Context: an optimization exercise on an open-source flow, tuned for small area and few clock cycles. The choices shown serve that exercise and are no tape-out recipe. Only simulation tests tie the RTL to the original design; equivalence was not proved. Power figures rest on the tool's default switching activity, not on a simulated workload.

==> design.v <==
`timescale 1ns/1ps
module cmd_decode (
    input  logic                          clk,
    input  logic                          i_rst_n,
    input  logic                          i_cmd_req,
    input  logic [1:0]                    i_cmd_op,
    input  logic [2-1:0]     i_cmd_lane,
    input  logic [(9*8)-1:0]   i_cmd_data,
    output logic                          o_cmd_ack,
    output logic                          o_wr_kernel,    
    output logic                          o_wr_window,    
    output logic [2-1:0]     o_sel_lane,     
    output logic [(9*2)-1:0]   o_kernel,
    output logic [(9*8)-1:0]   o_window,
    output logic                          o_run,          
    output logic [16-1:0]   o_scale,
    input  logic                          i_busy
);
    localparam logic [1:0] S_IDLE = 2'd0;   
    localparam logic [1:0] S_HOLD = 2'd1;   
    localparam logic [1:0] S_ACK  = 2'd2;   
    logic [1:0] state;
    logic       take;                       
    assign take = (state == S_IDLE) && i_cmd_req;
    always_ff @(posedge clk) begin
        if (!i_rst_n) begin
            state       <= S_IDLE;
            o_cmd_ack   <= 1'b0;
            o_wr_kernel <= 1'b0;
            o_wr_window <= 1'b0;
            o_run       <= 1'b0;
            o_scale     <= 16'(1);   
        end else begin
            o_wr_kernel <= 1'b0;   
            o_wr_window <= 1'b0;
            o_run       <= 1'b0;
            case (state)
                S_IDLE: begin
                    if (i_cmd_req) begin
                        case (i_cmd_op)
                            0: begin
                                o_wr_kernel <= 1'b1;
                                o_cmd_ack   <= 1'b1;
                                state       <= S_ACK;
                            end
                            1: begin
                                o_wr_window <= 1'b1;
                                o_cmd_ack   <= 1'b1;
                                state       <= S_ACK;
                            end
                            2: begin
                                o_scale   <= i_cmd_data[16-1:0];
                                o_cmd_ack <= 1'b1;
                                state     <= S_ACK;
                            end
                            default: begin   
                                if (!i_busy) begin
                                    o_run     <= 1'b1;
                                    o_cmd_ack <= 1'b1;
                                    state     <= S_ACK;
                                end else begin
                                    state <= S_HOLD;   
                                end
                            end
                        endcase
                    end
                end
                S_HOLD: begin
                    if (!i_busy) begin   
                        o_run     <= 1'b1;
                        o_cmd_ack <= 1'b1;
                        state     <= S_ACK;
                    end
                end
                S_ACK: begin
                    if (!i_cmd_req) begin
                        o_cmd_ack <= 1'b0;
                        state     <= S_IDLE;
                    end
                end
                default: state <= S_IDLE;
            endcase
        end
    end
    always_ff @(posedge clk) begin
        if (take) begin
            o_sel_lane <= i_cmd_lane;
            o_kernel   <= i_cmd_data[(9*2)-1:0];   
            o_window   <= i_cmd_data;
        end
    end
endmodule
`timescale 1ns/1ps
module tern_lane #(
    parameter logic [2-1:0] LANE_ID = '0
)(
    input  logic                                clk,
    input  logic                                i_rst_n,
    input  logic                                i_wr_kernel,
    input  logic                                i_wr_window,
    input  logic [2-1:0]           i_sel_lane,
    input  logic [(9*2)-1:0]         i_kernel,
    input  logic [(9*8)-1:0]         i_window,
    input  logic                                i_run,
    output logic signed [(8+4)-1:0] o_sum,
    output logic                                o_sum_valid
);
    logic [(9*2)-1:0]           kernel_q;
    logic [(9*8)-1:0]           window_q;
    logic signed [(8+4)-1:0] sum_d;
    logic                                  hit;      
    assign hit = (i_sel_lane == LANE_ID);
    always_ff @(posedge clk) begin
        if (!i_rst_n) begin
            kernel_q <= '0;
            window_q <= '0;
        end else begin
            if (i_wr_kernel && hit)
                kernel_q <= i_kernel;
            if (i_wr_window && hit)
                window_q <= i_window;
        end
    end
    always_comb begin
        sum_d = '0;
        for (int t = 0; t < 9; t++) begin
            case (kernel_q[2*t +: 2])
                2'b01:  sum_d = sum_d + $signed(window_q[8*t +: 8]);
                2'b11: sum_d = sum_d - $signed(window_q[8*t +: 8]);
                default:         sum_d = sum_d;   
            endcase
        end
    end
    always_ff @(posedge clk) begin
        if (!i_rst_n)
            o_sum_valid <= 1'b0;
        else
            o_sum_valid <= i_run;   
    end
    always_ff @(posedge clk) begin
        if (i_run)
            o_sum <= sum_d;   
    end
endmodule
`timescale 1ns/1ps
module chan_accum (
    input  logic                                        clk,
    input  logic                                        i_rst_n,
    input  logic [4*(8+4)-1:0]      i_lane_sum,    
    input  logic                                        i_sum_valid,
    input  logic signed [16-1:0]          i_scale,
    output logic                                        o_busy,
    output logic                                        o_res_req,
    input  logic                                        i_res_ack,
    output logic [32-1:0]                o_res_data
);
    localparam int PAIRS = 4 / 2;
    localparam int LW    = (8+4);
    localparam logic [1:0] R_IDLE = 2'd0;   
    localparam logic [1:0] R_REQ  = 2'd1;   
    localparam logic [1:0] R_DROP = 2'd2;   
    logic signed [LW:0]                      pair_sum [PAIRS];   
    logic signed [((8+4)+2)-1:0]   tree_sum;           
    logic signed [((8+4)+2)-1:0]   chan_sum_q;
    logic signed [16-1:0]      scale_q;      
    logic                                    stage1_vld;
    logic                                    busy_q;
    logic [1:0]                              res_state;
    always_comb begin
        for (int i = 0; i < PAIRS; i++)
            pair_sum[i] = $signed(i_lane_sum[LW*(2*i) +: LW]) + $signed(i_lane_sum[LW*(2*i+1) +: LW]);
    end
    always_comb begin
        tree_sum = '0;
        for (int i = 0; i < PAIRS; i++)
            tree_sum = tree_sum + pair_sum[i];
    end
    always_ff @(posedge clk) begin
        if (i_sum_valid) begin
            chan_sum_q <= tree_sum;
            scale_q    <= i_scale;   
        end
    end
    always_ff @(posedge clk) begin
        if (stage1_vld)
            o_res_data <= chan_sum_q * scale_q;   
    end
    always_ff @(posedge clk) begin
        if (!i_rst_n) begin
            stage1_vld <= 1'b0;
            busy_q     <= 1'b0;
            o_res_req  <= 1'b0;
            res_state  <= R_IDLE;
        end else begin
            stage1_vld <= i_sum_valid;
            if (i_sum_valid)
                busy_q <= 1'b1;
            case (res_state)
                R_IDLE: begin
                    if (stage1_vld) begin
                        o_res_req <= 1'b1;   
                        res_state <= R_REQ;
                    end
                end
                R_REQ: begin
                    if (i_res_ack) begin
                        o_res_req <= 1'b0;
                        res_state <= R_DROP;
                    end
                end
                R_DROP: begin
                    if (!i_res_ack) begin   
                        busy_q    <= 1'b0;
                        res_state <= R_IDLE;
                    end
                end
                default: res_state <= R_IDLE;
            endcase
        end
    end
    assign o_busy = busy_q | i_sum_valid;
endmodule
`timescale 1ns/1ps
module dla_top (
    input  logic                            clk,
    input  logic                            i_rst_n,
    input  logic                            i_cmd_req,
    input  logic [1:0]                      i_cmd_op,
    input  logic [2-1:0]       i_cmd_lane,
    input  logic [(9*8)-1:0]     i_cmd_data,
    output logic                            o_cmd_ack,
    output logic                            o_res_req,
    input  logic                            i_res_ack,
    output logic [32-1:0]    o_res_data
);
    logic                              wr_kernel;
    logic                              wr_window;
    logic [2-1:0]         sel_lane;
    logic [(9*2)-1:0]       kernel;
    logic [(9*8)-1:0]       window;
    logic                              run;
    logic [16-1:0]              scale;
    logic                                     busy;
    logic [4*(8+4)-1:0]   lane_sum;     
    logic [4-1:0]                       lane_valid;   
    cmd_decode instruction_decoder (
        .clk         (clk),
        .i_rst_n     (i_rst_n),
        .i_cmd_req   (i_cmd_req),
        .i_cmd_op    (i_cmd_op),
        .i_cmd_lane  (i_cmd_lane),
        .i_cmd_data  (i_cmd_data),
        .o_cmd_ack   (o_cmd_ack),
        .o_wr_kernel (wr_kernel),
        .o_wr_window (wr_window),
        .o_sel_lane  (sel_lane),
        .o_kernel    (kernel),
        .o_window    (window),
        .o_run       (run),
        .o_scale     (scale),
        .i_busy      (busy)
    );
    for (genvar g = 0; g < 4; g++) begin : g_lane
        tern_lane #(
            .LANE_ID (g)
        ) ternary_lane (
            .clk         (clk),
            .i_rst_n     (i_rst_n),
            .i_wr_kernel (wr_kernel),
            .i_wr_window (wr_window),
            .i_sel_lane  (sel_lane),
            .i_kernel    (kernel),
            .i_window    (window),
            .i_run       (run),
            .o_sum       (lane_sum[(8+4)*g +: (8+4)]),
            .o_sum_valid (lane_valid[g])
        );
    end
    chan_accum channel_adder_tree (
        .clk         (clk),
        .i_rst_n     (i_rst_n),
        .i_lane_sum  (lane_sum),
        .i_sum_valid (lane_valid[0]),   
        .i_scale     (scale),
        .o_busy      (busy),
        .o_res_req   (o_res_req),
        .i_res_ack   (i_res_ack),
        .o_res_data  (o_res_data)
    );
endmodule
==> run.sh <==
#!/bin/bash
# synth_recipe.tcl (not shown) runs the flow's synth.tcl, then flattens the netlist and writes it again
# the make line also repeats each setting of config.mk as NAME=value (left out here)
make -C /OpenROAD-flow-scripts/flow DESIGN_CONFIG=/design/flow/config.mk WORK_HOME=/design/flow/orfs CLKGATE_MAP_FILE= SYNTH_SCRIPT=/design/flow/synth_recipe.tcl finish
==> config.mk <==
export PLATFORM = sky130hd
export DESIGN_NAME = dla_top
export DESIGN_NICKNAME = dla_top
export VERILOG_FILES = /design/flow/design.v
export SDC_FILE = /design/flow/constraint.sdc
export NUM_CORES = 4
export LEC_CHECK = 0
export CAP_MARGIN = 20
export CORE_MARGIN = 2
export CORE_UTILIZATION = 40
export SLEW_MARGIN = 20
==> constraint.sdc <==
create_clock -name core_clock -period 12.0 [get_ports {clk}]
set_input_delay 2.4000 -clock core_clock [delete_from_list [all_inputs] [get_ports {clk}]]
set_output_delay 2.4000 -clock core_clock [all_outputs]
set_load 0.01 [all_outputs]
==> metrics.cfg <==
[timing]
timing.slew.headroom_pct = 16.6
setup_viol = 0
setup_tns_ns = 0
hold_viol_final = 0
min_period_over_period_pct = 94.8
drv_slew = 0
fin_skew_ns = 0.0382
worstMarginPinSlew_ns = 1.25
fin_ws_ns = 0.626
finalCriticalPeriod_ns = 11.37
clock.fmax_mhz = 87.9

[clock_network]
clock_sinks = 570
htreeDepth = 3
path_clk_slew_ns = 0.06
clock_latency_ns = 0.69
cts_buffers = 72
hold_buffers = 0
cts_max_path_buffers = 3
cts_tree = built
ctsRootBufferMaster = clkbuf_16

[floorplan]
die_w_um = 372
die_h_um = 372
dieArea_um2 = 139000
num_io_pins = 114
row_count = 135
core_um2 = 135000
initial_core_util_pct = 40.2

[logic_synthesis]
async_reset_ff_share_pct = 0
synth_top_area_cell = dfxtp_1
synthesis.nets = 7487
synth_top_flop_cell = dfxtp_1
synthTopCellsByArea = dfxtp_1 (14%), ha_1 (11%), fa_1 (10%)
synth_edf_count = 182
syn_area_um2 = 54300
ys_ff_latch = 570
yosysSeqAreaShare_pct = 24.4
syn_inst = 6663
avgSynthCellArea_um2 = 8.15
synth_warnings = 7
synthDistinctLibCells = 95
synth_top_cell_area_share_pct = 14.3

[cells_and_area]
drive_gt1_share_pct = 6.36
area.growth.synth_to_final_pct = 10.1
final_area_um2 = 59800
regArea_um2 = 13200
final_nets = 7414
fin_cells = 8432
nFillCells = 13400
final_common_cell = nand2_1
final_cell_mix = nand2_1 (1271), a21oi_1 (744), inv_1 (486)
multiInputGateArea_um2 = 38400

[critical_path]
critPathMaxStageDelay_ns = 0.53
crit_required_ns = 12.44
cp-start-kind = flop
critPathKind = flop to flop
slowest_stage = or4_1
path_max_fanout = 8
crit_path_frequent_cell = ha_1
end_kind = flop
crit_buf_inv = 1
crit_arrival_ns = 11.81
crit_family = compound AO/OA/AOI/OAI gates

[flow_run]
drv_cap = 0

[min_path]
hold_path_class = flop to flop

[pwr]
power_density_nw_per_um2 = 97.2
peakVddDrop_mv = 0.114
p_leak_uw = 0.0235

[drt]
vias_per_cell = 5.49
drc_errors = 0
vias = 46300
drt-wirelength-per-cell_um = 19.5
dr.first_iter.drc_count = 3389
dr.pass1.iters = 5
routed_wl_um = 165000
final_antenna_net_count = 0

[grt]
track_usage_pct = 23.5
gr-total-overflow = 0
first_global_vias = 44600
antenna_found_initial = 7
grt_start_max_net_pins = 120
grt_pass1_wl_um = 253000

[outcome]
run_status = finished clean

[place]
dp.cells = 8291
gp_congestion = 0.924
hpwl_um = 127000
preCtsSetupSlack_ns = 0.0489
placed_area_um2 = 56700
port_buffers = 113

==> through the flow <==
stage	hold WS (ns)	utilization, %	power, uW
floorplan	0.408	-	3110
global placement	0.412	42.0	3430
detailed placement	0.417	42.0	3450
CTS	0.431	43.9	5840
global route	0.446	44.2	6080
finish	0.430	44.2	5810
==> synthesized netlist by cell type, types with 37 or more instances <==
cell      count
o21bai_1     37
a21oi_1     755
nor2_1      316
o21ai_0     195
ha_1        468
o21a_1       57
inv_1       487
mux2i_1      72
dfxtp_1     388
nor4_1       41
nor3_1      134
and2_1      166
o31ai_1     108
clkbuf_1    270
fa_1        276
a21o_1      114
mux2_2      133
nor2b_1      62
xnor2_1     296
edfxtp_1    182
nand2b_1     73
a31oi_1      42
nand2_1    1274
or3_1        37
nand3_1      52
xor2_1      235
==> worst reg2reg max path, delay by kind of cell (launching register included) <==
| family | cells | cell delay [ns] |
|---|---|---|
| buffers and inverters | 1 | 0.08 |
| adders and majority gates | 8 | 2.59 |
| and+or+nand+nor | 13 | 2.80 |
| muxes | 3 | 0.85 |
| DFF | 1 | 0.35 |
| AOI/OAI and AO/OA | 18 | 3.02 |
| xor gates and xnor gates | 9 | 1.45 |
==> layout make-up <==
| type | instances | area share, % |
|---|---|---|
| multi-input cells | 5299 | 64.3 |
| flip-flops and latches | 570 | 22.2 |
| well taps | 1781 | 3.73 |
| clock buffers | 99 | 3.57 |
| inverters | 492 | 3.10 |
| repair buffers | 155 | 2.43 |
| clock inverters | 33 | 0.724 |
| diodes | 3 | 0.0126 |
==> report_power, final <==
part / total [uW] / internal, uW / leakage, uW / switching, uW
Clock: 2370 / 1400 / 0.00125 / 974
Combinational: 1270 / 573 / 0.0174 / 698
Sequential: 2170 / 2050 / 0.00485 / 114
==> path summary, 6_finish.rpt <==
path	from	end	slack [ns]	cells after the start
setup / recovery	g_lane[1].ternary_lane.window_q[2]	g_lane[1].ternary_lane.o_sum[11]	0.63	52
hold / removal	instruction_decoder.o_scale[6]	channel_adder_tree.scale_q[6]	0.43	0
setup reg to reg	g_lane[1].ternary_lane.window_q[2]	g_lane[1].ternary_lane.o_sum[11]	0.63	52
hold reg to reg	instruction_decoder.o_scale[6]	channel_adder_tree.scale_q[6]	0.43	0
==> flip-flops by register name, summed over array words and instances (netlist names), 2 cells and up <==
signal                          cells
instruction_decoder.o_window       72
channel_adder_tree.res_state        2
instruction_decoder.o_sel_lane      2
g_lane.ternary_lane.kernel_q       72
channel_adder_tree.scale_q         16
channel_adder_tree.chan_sum_q      14
instruction_decoder.state           2
g_lane.ternary_lane.window_q      288
channel_adder_tree.o_res_data      30
instruction_decoder.o_scale        16
g_lane.ternary_lane.o_sum          48
==> layer usage <==
metal / track usage, % / wire (um) / vias up
met1: 31.0 / 72700 / 22300
met4: 8.67 / 6310 / 2
li1: - / - / 22600
met5: 0 / 11 / -
met2: 38.9 / 76100 / 1170
met3: 3.32 / 9550 / 285
==> cells by family after synthesis <==
family | synth area share [%]
compound gates | 17.1
buf+inv | 5.64
flops | 24.4
simple gates | 18.8
mux | 4.18
xor+xnor | 8.90
fa+ha+maj | 21.1
==> repair_timing <==
| action | 4_1_cts | 5_1_grt |
|---|---|---|
| gates resized for setup | 0 | 89 |
| buffers inserted | 0 | 6 |
| endpoints found under the setup margin | 0 | 4 |
Testbench counts, summed over its fixed seeds: cycles 24,500.

## separate check: timing with driven ports
The results above use ideal ports. As a check the final layout listed here was re-extracted and re-timed, cells and wires unchanged. Step 1: set_driving_cell puts a clkbuf_16 on clk and a buf_2 on each other input, an assumption about the parent block. Step 2 adds t to the input delays and takes it off the output delays; t is the mean of the earliest and latest rising clock arrival at the registers after step 1. Input paths then give back, and output paths get back, about the clock's delay inside the block. Slacks: ideal / step 1 / step 2; pairs: ideal / step 1.
t, ns: 0.746
setup slack, ns: 0.626 / 0.626 / 0.626
worst hold slack (ns): 0.430 / 0.430 / 0.430
slew at the worst register clock pin (ns): 0.07 / 0.07
After both steps this run still meets setup and hold. The setup slack of this run moves by 0.000 ns with the drivers and by 0.000 ns with both steps.
